From an optimization exercise on the open Yosys and OpenROAD flow, aimed at small area; shortcuts taken in it are not production practice.
The RTL was checked by simulation tests, not by an equivalence proof against the original design.
Power is estimated from default activity; no workload was simulated.

===== design.v =====
`timescale 1ns/1ns
module beam_tx (
    input  logic                          clk,
    input  logic                          rst,
    input  logic                          psel,
    input  logic                          penable,
    input  logic                          pwrite,
    input  logic [3:0]                    paddr,
    input  logic [31:0]                   pwdata,
    output logic [31:0]                   prdata,
    output logic                          pready,
    output logic                          pslverr,
    output logic [16-1:0]  tx_array,
    output logic                          scan_done
);
    logic        access, wr_en;
    logic [7:0]  r_0;
    logic [7:0]  step;
    logic [12:0] num_points;
    logic        start;
    logic        done_flag;
    logic        busy;
    assign access = psel && penable;
    assign wr_en  = access && pwrite;
    always_ff @(posedge clk) begin
        if (rst) begin
            r_0        <= '0;
            step       <= '0;
            num_points <= '0;
        end else if (wr_en) begin
            if (paddr == 4'h0) begin
                r_0  <= pwdata[7:0];
                step <= pwdata[15:8];
            end
            if (paddr == 4'h4) begin
                num_points <= pwdata[12:0];
            end
        end
    end
    always_ff @(posedge clk) begin
        if (rst) begin
            start     <= 1'b0;
            done_flag <= 1'b0;
        end else begin
            start <= wr_en && (paddr == 4'h8) && pwdata[0] && !busy;
            if (start) begin
                done_flag <= 1'b0;
            end else if (scan_done) begin
                done_flag <= 1'b1;
            end
        end
    end
    assign pready  = 1'b1;
    assign pslverr = access && (paddr[1:0] != 2'b00);
    always_comb begin
        prdata = '0;
        if (access && !pwrite) begin
            case (paddr)
                4'h0:    prdata = {16'b0, step, r_0};
                4'h4: prdata = {19'b0, num_points};
                4'hC: prdata = {30'b0, done_flag, busy};
                default:          prdata = '0;
            endcase
        end
    end
    localparam logic [1:0] ST_IDLE  = 2'd0;
    localparam logic [1:0] ST_WAIT  = 2'd1;    
    localparam logic [1:0] ST_FIRST = 2'd2;    
    localparam logic [1:0] ST_TX    = 2'd3;    
    logic [1:0]  state;
    logic [12:0] pts_left;    
    logic [4:0]  p;           
    logic [7:0]  acc;         
    logic [7:0]  u;           
    logic        dir;         
    logic [3:0]  j;           
    logic [9:0]  v;           
    assign busy = (state != ST_IDLE);
    function automatic logic [8:0] small_step(input logic [7:0] key);
        case (key)
            8'h00: small_step = {5'd16, 4'd0};
            8'h10: small_step = {5'd16, 4'd0};
            8'h20: small_step = {5'd8, 4'd0};
            8'h30: small_step = {5'd6, 4'd2};
            8'h40: small_step = {5'd4, 4'd0};
            8'h50: small_step = {5'd4, 4'd4};
            8'h60: small_step = {5'd3, 4'd2};
            8'h70: small_step = {5'd3, 4'd5};
            8'h80: small_step = {5'd2, 4'd0};
            8'h90: small_step = {5'd2, 4'd2};
            8'ha0: small_step = {5'd2, 4'd4};
            8'hb0: small_step = {5'd2, 4'd6};
            8'hc0: small_step = {5'd2, 4'd8};
            8'hd0: small_step = {5'd2, 4'd10};
            8'he0: small_step = {5'd2, 4'd12};
            8'hf0: small_step = {5'd2, 4'd14};
            8'h01: small_step = {5'd16, 4'd0};
            8'h11: small_step = {5'd15, 4'd0};
            8'h21: small_step = {5'd8, 4'd1};
            8'h31: small_step = {5'd5, 4'd0};
            8'h41: small_step = {5'd4, 4'd1};
            8'h51: small_step = {5'd3, 4'd0};
            8'h61: small_step = {5'd3, 4'd3};
            8'h71: small_step = {5'd3, 4'd6};
            8'h81: small_step = {5'd2, 4'd1};
            8'h91: small_step = {5'd2, 4'd3};
            8'ha1: small_step = {5'd2, 4'd5};
            8'hb1: small_step = {5'd2, 4'd7};
            8'hc1: small_step = {5'd2, 4'd9};
            8'hd1: small_step = {5'd2, 4'd11};
            8'he1: small_step = {5'd2, 4'd13};
            8'hf1: small_step = {5'd1, 4'd0};
            8'h02: small_step = {5'd16, 4'd0};
            8'h12: small_step = {5'd14, 4'd0};
            8'h22: small_step = {5'd7, 4'd0};
            8'h32: small_step = {5'd5, 4'd1};
            8'h42: small_step = {5'd4, 4'd2};
            8'h52: small_step = {5'd3, 4'd1};
            8'h62: small_step = {5'd3, 4'd4};
            8'h72: small_step = {5'd2, 4'd0};
            8'h82: small_step = {5'd2, 4'd2};
            8'h92: small_step = {5'd2, 4'd4};
            8'ha2: small_step = {5'd2, 4'd6};
            8'hb2: small_step = {5'd2, 4'd8};
            8'hc2: small_step = {5'd2, 4'd10};
            8'hd2: small_step = {5'd2, 4'd12};
            8'he2: small_step = {5'd1, 4'd0};
            8'hf2: small_step = {5'd1, 4'd1};
            8'h03: small_step = {5'd16, 4'd0};
            8'h13: small_step = {5'd13, 4'd0};
            8'h23: small_step = {5'd7, 4'd1};
            8'h33: small_step = {5'd5, 4'd2};
            8'h43: small_step = {5'd4, 4'd3};
            8'h53: small_step = {5'd3, 4'd2};
            8'h63: small_step = {5'd3, 4'd5};
            8'h73: small_step = {5'd2, 4'd1};
            8'h83: small_step = {5'd2, 4'd3};
            8'h93: small_step = {5'd2, 4'd5};
            8'ha3: small_step = {5'd2, 4'd7};
            8'hb3: small_step = {5'd2, 4'd9};
            8'hc3: small_step = {5'd2, 4'd11};
            8'hd3: small_step = {5'd1, 4'd0};
            8'he3: small_step = {5'd1, 4'd1};
            8'hf3: small_step = {5'd1, 4'd2};
            8'h04: small_step = {5'd16, 4'd0};
            8'h14: small_step = {5'd12, 4'd0};
            8'h24: small_step = {5'd6, 4'd0};
            8'h34: small_step = {5'd4, 4'd0};
            8'h44: small_step = {5'd3, 4'd0};
            8'h54: small_step = {5'd3, 4'd3};
            8'h64: small_step = {5'd2, 4'd0};
            8'h74: small_step = {5'd2, 4'd2};
            8'h84: small_step = {5'd2, 4'd4};
            8'h94: small_step = {5'd2, 4'd6};
            8'ha4: small_step = {5'd2, 4'd8};
            8'hb4: small_step = {5'd2, 4'd10};
            8'hc4: small_step = {5'd1, 4'd0};
            8'hd4: small_step = {5'd1, 4'd1};
            8'he4: small_step = {5'd1, 4'd2};
            8'hf4: small_step = {5'd1, 4'd3};
            8'h05: small_step = {5'd16, 4'd0};
            8'h15: small_step = {5'd11, 4'd0};
            8'h25: small_step = {5'd6, 4'd1};
            8'h35: small_step = {5'd4, 4'd1};
            8'h45: small_step = {5'd3, 4'd1};
            8'h55: small_step = {5'd3, 4'd4};
            8'h65: small_step = {5'd2, 4'd1};
            8'h75: small_step = {5'd2, 4'd3};
            8'h85: small_step = {5'd2, 4'd5};
            8'h95: small_step = {5'd2, 4'd7};
            8'ha5: small_step = {5'd2, 4'd9};
            8'hb5: small_step = {5'd1, 4'd0};
            8'hc5: small_step = {5'd1, 4'd1};
            8'hd5: small_step = {5'd1, 4'd2};
            8'he5: small_step = {5'd1, 4'd3};
            8'hf5: small_step = {5'd1, 4'd4};
            8'h06: small_step = {5'd16, 4'd0};
            8'h16: small_step = {5'd10, 4'd0};
            8'h26: small_step = {5'd5, 4'd0};
            8'h36: small_step = {5'd4, 4'd2};
            8'h46: small_step = {5'd3, 4'd2};
            8'h56: small_step = {5'd2, 4'd0};
            8'h66: small_step = {5'd2, 4'd2};
            8'h76: small_step = {5'd2, 4'd4};
            8'h86: small_step = {5'd2, 4'd6};
            8'h96: small_step = {5'd2, 4'd8};
            8'ha6: small_step = {5'd1, 4'd0};
            8'hb6: small_step = {5'd1, 4'd1};
            8'hc6: small_step = {5'd1, 4'd2};
            8'hd6: small_step = {5'd1, 4'd3};
            8'he6: small_step = {5'd1, 4'd4};
            8'hf6: small_step = {5'd1, 4'd5};
            8'h07: small_step = {5'd16, 4'd0};
            8'h17: small_step = {5'd9, 4'd0};
            8'h27: small_step = {5'd5, 4'd1};
            8'h37: small_step = {5'd3, 4'd0};
            8'h47: small_step = {5'd3, 4'd3};
            8'h57: small_step = {5'd2, 4'd1};
            8'h67: small_step = {5'd2, 4'd3};
            8'h77: small_step = {5'd2, 4'd5};
            8'h87: small_step = {5'd2, 4'd7};
            8'h97: small_step = {5'd1, 4'd0};
            8'ha7: small_step = {5'd1, 4'd1};
            8'hb7: small_step = {5'd1, 4'd2};
            8'hc7: small_step = {5'd1, 4'd3};
            8'hd7: small_step = {5'd1, 4'd4};
            8'he7: small_step = {5'd1, 4'd5};
            8'hf7: small_step = {5'd1, 4'd6};
            8'h08: small_step = {5'd16, 4'd0};
            8'h18: small_step = {5'd8, 4'd0};
            8'h28: small_step = {5'd4, 4'd0};
            8'h38: small_step = {5'd3, 4'd1};
            8'h48: small_step = {5'd2, 4'd0};
            8'h58: small_step = {5'd2, 4'd2};
            8'h68: small_step = {5'd2, 4'd4};
            8'h78: small_step = {5'd2, 4'd6};
            8'h88: small_step = {5'd1, 4'd0};
            8'h98: small_step = {5'd1, 4'd1};
            8'ha8: small_step = {5'd1, 4'd2};
            8'hb8: small_step = {5'd1, 4'd3};
            8'hc8: small_step = {5'd1, 4'd4};
            8'hd8: small_step = {5'd1, 4'd5};
            8'he8: small_step = {5'd1, 4'd6};
            8'hf8: small_step = {5'd1, 4'd7};
            8'h09: small_step = {5'd16, 4'd0};
            8'h19: small_step = {5'd7, 4'd0};
            8'h29: small_step = {5'd4, 4'd1};
            8'h39: small_step = {5'd3, 4'd2};
            8'h49: small_step = {5'd2, 4'd1};
            8'h59: small_step = {5'd2, 4'd3};
            8'h69: small_step = {5'd2, 4'd5};
            8'h79: small_step = {5'd1, 4'd0};
            8'h89: small_step = {5'd1, 4'd1};
            8'h99: small_step = {5'd1, 4'd2};
            8'ha9: small_step = {5'd1, 4'd3};
            8'hb9: small_step = {5'd1, 4'd4};
            8'hc9: small_step = {5'd1, 4'd5};
            8'hd9: small_step = {5'd1, 4'd6};
            8'he9: small_step = {5'd1, 4'd7};
            8'hf9: small_step = {5'd1, 4'd8};
            8'h0a: small_step = {5'd16, 4'd0};
            8'h1a: small_step = {5'd6, 4'd0};
            8'h2a: small_step = {5'd3, 4'd0};
            8'h3a: small_step = {5'd2, 4'd0};
            8'h4a: small_step = {5'd2, 4'd2};
            8'h5a: small_step = {5'd2, 4'd4};
            8'h6a: small_step = {5'd1, 4'd0};
            8'h7a: small_step = {5'd1, 4'd1};
            8'h8a: small_step = {5'd1, 4'd2};
            8'h9a: small_step = {5'd1, 4'd3};
            8'haa: small_step = {5'd1, 4'd4};
            8'hba: small_step = {5'd1, 4'd5};
            8'hca: small_step = {5'd1, 4'd6};
            8'hda: small_step = {5'd1, 4'd7};
            8'hea: small_step = {5'd1, 4'd8};
            8'hfa: small_step = {5'd1, 4'd9};
            8'h0b: small_step = {5'd16, 4'd0};
            8'h1b: small_step = {5'd5, 4'd0};
            8'h2b: small_step = {5'd3, 4'd1};
            8'h3b: small_step = {5'd2, 4'd1};
            8'h4b: small_step = {5'd2, 4'd3};
            8'h5b: small_step = {5'd1, 4'd0};
            8'h6b: small_step = {5'd1, 4'd1};
            8'h7b: small_step = {5'd1, 4'd2};
            8'h8b: small_step = {5'd1, 4'd3};
            8'h9b: small_step = {5'd1, 4'd4};
            8'hab: small_step = {5'd1, 4'd5};
            8'hbb: small_step = {5'd1, 4'd6};
            8'hcb: small_step = {5'd1, 4'd7};
            8'hdb: small_step = {5'd1, 4'd8};
            8'heb: small_step = {5'd1, 4'd9};
            8'hfb: small_step = {5'd1, 4'd10};
            8'h0c: small_step = {5'd16, 4'd0};
            8'h1c: small_step = {5'd4, 4'd0};
            8'h2c: small_step = {5'd2, 4'd0};
            8'h3c: small_step = {5'd2, 4'd2};
            8'h4c: small_step = {5'd1, 4'd0};
            8'h5c: small_step = {5'd1, 4'd1};
            8'h6c: small_step = {5'd1, 4'd2};
            8'h7c: small_step = {5'd1, 4'd3};
            8'h8c: small_step = {5'd1, 4'd4};
            8'h9c: small_step = {5'd1, 4'd5};
            8'hac: small_step = {5'd1, 4'd6};
            8'hbc: small_step = {5'd1, 4'd7};
            8'hcc: small_step = {5'd1, 4'd8};
            8'hdc: small_step = {5'd1, 4'd9};
            8'hec: small_step = {5'd1, 4'd10};
            8'hfc: small_step = {5'd1, 4'd11};
            8'h0d: small_step = {5'd16, 4'd0};
            8'h1d: small_step = {5'd3, 4'd0};
            8'h2d: small_step = {5'd2, 4'd1};
            8'h3d: small_step = {5'd1, 4'd0};
            8'h4d: small_step = {5'd1, 4'd1};
            8'h5d: small_step = {5'd1, 4'd2};
            8'h6d: small_step = {5'd1, 4'd3};
            8'h7d: small_step = {5'd1, 4'd4};
            8'h8d: small_step = {5'd1, 4'd5};
            8'h9d: small_step = {5'd1, 4'd6};
            8'had: small_step = {5'd1, 4'd7};
            8'hbd: small_step = {5'd1, 4'd8};
            8'hcd: small_step = {5'd1, 4'd9};
            8'hdd: small_step = {5'd1, 4'd10};
            8'hed: small_step = {5'd1, 4'd11};
            8'hfd: small_step = {5'd1, 4'd12};
            8'h0e: small_step = {5'd16, 4'd0};
            8'h1e: small_step = {5'd2, 4'd0};
            8'h2e: small_step = {5'd1, 4'd0};
            8'h3e: small_step = {5'd1, 4'd1};
            8'h4e: small_step = {5'd1, 4'd2};
            8'h5e: small_step = {5'd1, 4'd3};
            8'h6e: small_step = {5'd1, 4'd4};
            8'h7e: small_step = {5'd1, 4'd5};
            8'h8e: small_step = {5'd1, 4'd6};
            8'h9e: small_step = {5'd1, 4'd7};
            8'hae: small_step = {5'd1, 4'd8};
            8'hbe: small_step = {5'd1, 4'd9};
            8'hce: small_step = {5'd1, 4'd10};
            8'hde: small_step = {5'd1, 4'd11};
            8'hee: small_step = {5'd1, 4'd12};
            8'hfe: small_step = {5'd1, 4'd13};
            8'h0f: small_step = {5'd16, 4'd0};
            8'h1f: small_step = {5'd1, 4'd0};
            8'h2f: small_step = {5'd1, 4'd1};
            8'h3f: small_step = {5'd1, 4'd2};
            8'h4f: small_step = {5'd1, 4'd3};
            8'h5f: small_step = {5'd1, 4'd4};
            8'h6f: small_step = {5'd1, 4'd5};
            8'h7f: small_step = {5'd1, 4'd6};
            8'h8f: small_step = {5'd1, 4'd7};
            8'h9f: small_step = {5'd1, 4'd8};
            8'haf: small_step = {5'd1, 4'd9};
            8'hbf: small_step = {5'd1, 4'd10};
            8'hcf: small_step = {5'd1, 4'd11};
            8'hdf: small_step = {5'd1, 4'd12};
            8'hef: small_step = {5'd1, 4'd13};
            8'hff: small_step = {5'd1, 4'd14};
            default: small_step = '0;
        endcase
    endfunction
    logic        u_small;
    logic [4:0]  n_fire;
    logic [7:0]  acc_next;
    logic [8:0]  rom;
    logic [5:0]  p_sum;
    logic        last;
    logic [4:0]  p_new;
    logic [15:0] fire;
    assign u_small = (u[7:4] == 4'd0);
    assign rom     = small_step({u[3:0], acc[3:0]});
    always_comb begin
        if (acc[7:4] != 4'd0) begin
            n_fire   = 5'd0;
            acc_next = acc - 8'd16;
        end else if (!u_small) begin
            n_fire   = 5'd1;
            acc_next = acc + u - 8'd16;
        end else begin
            n_fire   = rom[8:4];
            acc_next = {4'd0, rom[3:0]};
        end
    end
    assign p_sum = {1'b0, p} + {1'b0, n_fire};
    assign last  = (p_sum >= 6'd16);
    assign p_new = last ? 5'd16 : p_sum[4:0];
    always_comb begin
        for (int k = 0; k < 16; k++) begin
            fire[k] = (6'(k) < p_sum) && ((state == ST_FIRST) || (5'(k) >= p));
        end
    end
    always_comb begin
        for (int i = 0; i < 16; i++) begin
            tx_array[i] = state[1] && (dir ? fire[15-i] : fire[i]);
        end
    end
    logic [10:0] v_dec;
    assign v_dec = {1'b0, v} - {3'b0, u};
    always_ff @(posedge clk) begin
        if (state == ST_WAIT && p == 5'd10) begin
            dir <= step[7];
            u   <= step[7] ? (8'd0 - step) : step;
            j   <= (r_0[7:2] == 6'd0) ? (step[7] ? 4'd8 : 4'd7) : 4'd0;
            case (r_0[1:0])
                2'd0: v <= 10'd0;
                2'd1: v <= 10'd259;
                2'd2: v <= 10'd519;
                default: v <= 10'd779;
            endcase
        end else if (j != 4'd0 && !v_dec[10] && v_dec[9:0] != 10'd0) begin
            v <= v_dec[9:0];
            j <= j - 4'd1;
        end
    end
    always_ff @(posedge clk) begin
        if (rst) begin
            state     <= ST_IDLE;
            scan_done <= 1'b0;
        end else begin
            scan_done <= 1'b0;
            case (state)
                ST_IDLE: begin
                    if (start) begin
                        state    <= ST_WAIT;
                        p        <= 5'd10;
                        pts_left <= num_points;
                    end
                end
                ST_WAIT: begin
                    p <= p + 5'd1;
                    if (p == 5'd21) begin
                        state <= ST_FIRST;
                        p     <= {1'b0, j};
                        acc   <= (j == 4'd0) ? 8'd0 : v[7:0];
                    end
                end
                default: begin
                    p     <= p_new;
                    acc   <= acc_next;
                    state <= ST_TX;
                    if (last) begin
                        if (pts_left[12:1] == 12'd0) begin
                            state     <= ST_IDLE;
                            scan_done <= 1'b1;
                        end else begin
                            state    <= ST_WAIT;
                            pts_left <= pts_left - 13'd1;
                        end
                    end
                end
            endcase
        end
    end
endmodule

===== run.sh =====
#!/bin/bash
# synth_recipe.tcl (not shown) runs the flow's synth.tcl, then flattens the netlist and writes it again
# the make line also repeats each setting of config.mk as NAME=value (left out here)
make -C /OpenROAD-flow-scripts/flow DESIGN_CONFIG=/design/flow/config.mk WORK_HOME=/design/flow/orfs CLKGATE_MAP_FILE= SYNTH_SCRIPT=/design/flow/synth_recipe.tcl finish

===== config.mk =====
export PLATFORM = sky130hd
export DESIGN_NAME = beam_tx
export DESIGN_NICKNAME = beam_tx
export VERILOG_FILES = /design/flow/design.v
export SDC_FILE = /design/flow/constraint.sdc
export NUM_CORES = 4
export LEC_CHECK = 0
export CAP_MARGIN = 20
export CORE_MARGIN = 2
export CORE_UTILIZATION = 40
export SLEW_MARGIN = 20

===== constraint.sdc =====
create_clock -name core_clock -period 8.0 [get_ports {clk}]
set_input_delay 1.6000 -clock core_clock [delete_from_list [all_inputs] [get_ports {clk}]]
set_output_delay 1.6000 -clock core_clock [all_outputs]
set_load 0.01 [all_outputs]

==> impl_metrics.json <==
{
  "cp_data_required_time_ps": 6400,
  "gp_congestion": 0.8263,
  "worstSetupPathType": "reg -> out",
  "fin_crit_sh_pct": 88.05,
  "ant_nets": 0,
  "drive_gt1_share_pct": 4.574,
  "setup_slack_ps": 956.1,
  "nets": 1027,
  "clock_tree.root_cell": "clkbuf_16",
  "leakage_uw": 0.002899,
  "wire_per_inst_um": 16.36,
  "synth_edf_count": 49,
  "hold_viol": 0,
  "ys.flop_type": "edfxtp_1",
  "cts-htree-levels": 3,
  "path_buf_inv": 3,
  "yosysWarnings": 1,
  "num_rows": 48,
  "final_cells": 1165,
  "clkTransAtPathRegs_ps": 70,
  "avgSynthCellArea_um2": 7.725,
  "fp.dieH_um": 136.3,
  "ir_drop_mv": 0.09480,
  "finalClockSkew_ps": 6.262,
  "cts_tree": "yes",
  "cts-resized-gates": 0,
  "antenna_found_initial": 0,
  "outcome": "timing/DRC/antenna clean",
  "fin_tns_setup_ps": 0,
  "pin_count": 92,
  "grt_usage_pct": 20.68,
  "slew_headroom_pct": 27.75,
  "cts_buffer_depth": 2,
  "place_inst": 1149,
  "hold_slack_ps": 441.4,
  "path_max_fanout": 11,
  "setup_viol": 0,
  "max_stage_delay_ps": 660,
  "initial_core_util_pct": 40.75,
  "antenna_cells": 0,
  "rsz0062_at_grt": "no",
  "grt_pass1_wl_mm": 31.21,
  "grt_max_degree": 47,
  "fp.coreArea_mm2": 0.01718,
  "drv_cap": 0,
  "fin_area_mm2": 0.007991,
  "drt-initial-drc-count": 407,
  "crit_family": "compound AO/OA/AOI/OAI gates",
  "clk_latency_ps": 340,
  "netlist_instances": 906,
  "drc": 0,
  "synth_top_area_share_pct": 21.02,
  "timing.fmax_mhz": 142.0,
  "slew_viol_final": 0,
  "ys_async_sr_fraction_pct": 0,
  "p_per_area_mw_per_mm2": 158.6,
  "path_cells": "inv_1 > ha_1 > nor2b_1 > a21oi_1 > nand2_1 > o211ai_1 > o211ai_1 > a31oi_1 > ha_1 > inv_1 > fa_1 > and2b_1 > nand3_1 > o32a_1 > nor3_1 > nand2_1 > o21ai_0 > a211oi_1 > clkdlybuf4s50_1",
  "synth.largest_area_cell": "edfxtp_1",
  "place_ws_ps": 1437,
  "syn_area_mm2": 0.006999,
  "cp_slowest_cell": "edfxtp_1",
  "cts-buffers-inserted": 9,
  "crit_path_start_kind": "flop",
  "dieArea_mm2": 0.01857,
  "wl_met1_mm": 9.363,
  "worstPathArrival_ps": 5440,
  "topRoutingLayerUsed": "met4",
  "fin_crit_ps": 7044,
  "cp-end-kind": "primary output",
  "vias_per_cell": 5.722,
  "hp-class": "reg -> reg",
  "ys_seq_area_share_pct": 30.75,
  "synth_cell_type_count": 69,
  "num_vias": 6666,
  "placed_area_mm2": 0.007665,
  "post_cts_buffers": 0,
  "cts_sinks": 83,
  "totalWireLength_mm": 19.06,
  "numPortBuffers": 58,
  "ys_ff_latch": 83,
  "netlist_top_cells_area": "edfxtp_1 21%, dfxtp_1 9.7%, ha_1 8.6%",
  "grt_pass1_vias": 6151,
  "syn2layout_area_growth_pct": 14.18,
  "firstDrtPassIters": 5,
  "die_w_um": 136.3,
  "grt_overflow_total": 0,
  "hpwl_mm": 13.68,
  "holdBufCountCts": 0,
  "met2_length_mm": 8.581,
  "wl_met3_um": 887,
  "tightest_slew_ps": 1079
}
## registers in the layout, summed over array words and instances (netlist names)
register	cells
acc	8
dir	1
done_flag	1
j	4
num_points	13
p	5
pts_left	13
r_0	8
scan_done	1
start	1
state	2
step	8
u	8
v	10
## path summary, 6_finish.rpt
path / startpoint / to / slack (ps) / depth (start not counted)
setup / recovery: acc[1]$_DFFE_PP_ / tx_array[7] / 960 / 19
hold / removal: start$_SDFF_PP0_ / done_flag$_SDFFE_PP0P_ / 440 / 1
setup reg to reg: acc[1]$_DFFE_PP_ / pts_left[4]$_DFFE_PP_ / 3260 / 18
hold reg to reg: start$_SDFF_PP0_ / done_flag$_SDFFE_PP0P_ / 440 / 1
## layout make-up
class	instances	area, um2
inverters	45	168.9
fillers	1767	9185
well taps	225	281.5
clock buffers	10	250.2
repair buffers	67	648.1
flip-flops and latches	83	2152
clock inverters	6	76.32
multi-input cells	729	4414
## cell usage after synthesis, types with 13 or more instances
| cell | instances |
|---|---|
| nand2_1 | 121 |
| a21oi_1 | 100 |
| nor2_1 | 93 |
| o21ai_0 | 52 |
| edfxtp_1 | 49 |
| ha_1 | 48 |
| inv_1 | 42 |
| clkbuf_1 | 37 |
| dfxtp_1 | 34 |
| nand3_1 | 33 |
| nor3_1 | 32 |
| xnor2_1 | 25 |
| buf_4 | 18 |
| a22oi_1 | 15 |
| nor2b_1 | 15 |
| xor2_1 | 14 |
| a31oi_1 | 13 |
## cells in the final DEF, fill, tap and decap left out, types with 4 or more instances in the layout
master,n
conb_1,17
nand2b_1,8
ha_1,48
o21a_1,9
and3_1,5
o21ai_0,52
a21oi_1,100
mux2i_1,4
o22ai_1,7
nor4_1,4
a211oi_1,9
nor3_1,32
buf_4,9
nand3_1,33
mux2_2,5
xor2_1,14
or2_2,6
a311oi_1,5
a221oi_1,4
nand4_1,7
a21o_1,5
a32o_1,4
dfxtp_1,34
nand2_1,121
a31oi_1,13
a22oi_1,15
clkdlybuf4s50_1,58
xnor2_1,25
inv_1,42
edfxtp_1,49
clkbuf_16,10
o31ai_1,7
nor2b_1,15
nor2_1,93
o211ai_1,9
## metrics by stage
step	power [uW]	util, %
after floorplan	751.2	-
after detailed placement	823.6	44.62
after global placement	821.4	44.62
after CTS	1276	46.53
final	1268	46.53
after global routing	1331	46.53
## worst register-to-register path: cells and delay by family, from the launching register on
| family | cells | cell delay [ps] |
|---|---|---|
| AO/OA/AOI/OAI | 7 | 1190 |
| adder cells (fa/ha/maj) | 3 | 990 |
| buffers and inverters | 3 | 540 |
| flip-flops | 1 | 660 |
| AND/OR/NAND/NOR | 5 | 1050 |
## per-layer routing
metal	global-route usage (%)	vias to the layer above
met5	0	-
met4	5.845	0
met3	2.237	18
met2	31.60	190
met1	30.72	3152
li1	-	3306
## cell families after synthesis
kind of cell / Yosys count / share of synthesized area (%)
AND/OR/NAND/NOR: 344 / 22.58
AO/OA/AOI/OAI: 269 / 23.88
buffers and inverters: 109 / 6.990
flip-flops: 83 / 30.75
adder cells (fa/ha/maj): 51 / 9.439
XOR/XNOR: 39 / 4.880
multiplexers: 9 / 1.376
other: 2 / 0.1073
## report_power, final
group	leakage [uW]	switching, uW	total, uW	internal (uW)
logic	0.00201	151	264	113
registers	0.000722	31.0	552	521
clock network	0.000163	185	452	267
total	0.00290	366	1270	901

static timing again, ports no longer ideal:
The flow's constraints put no driver on any port. The routed layout listed below was extracted and timed again, unchanged, in two steps.
Step 1, drivers: a clkbuf_16 drives clk and a buf_2 each remaining input, both assumed.
Step 2 adds t to the input delays and takes it off the output delays; t is the mean of the earliest and latest rising clock arrival at the registers after step 1. Input paths then give back, and output paths get back, about the clock's delay inside the block.
a / b / c = ideal ports / drivers / drivers and shift; a / b = the first two.
shift t [ns]: 0.378
setup slack, ns: 0.956 / 0.917 / 1.295
worst setup path after step 2: register to output
After both steps setup and hold are still met in this run. The setup slack of this run moves by -0.039 ns with the drivers and by +0.339 ns with both steps.
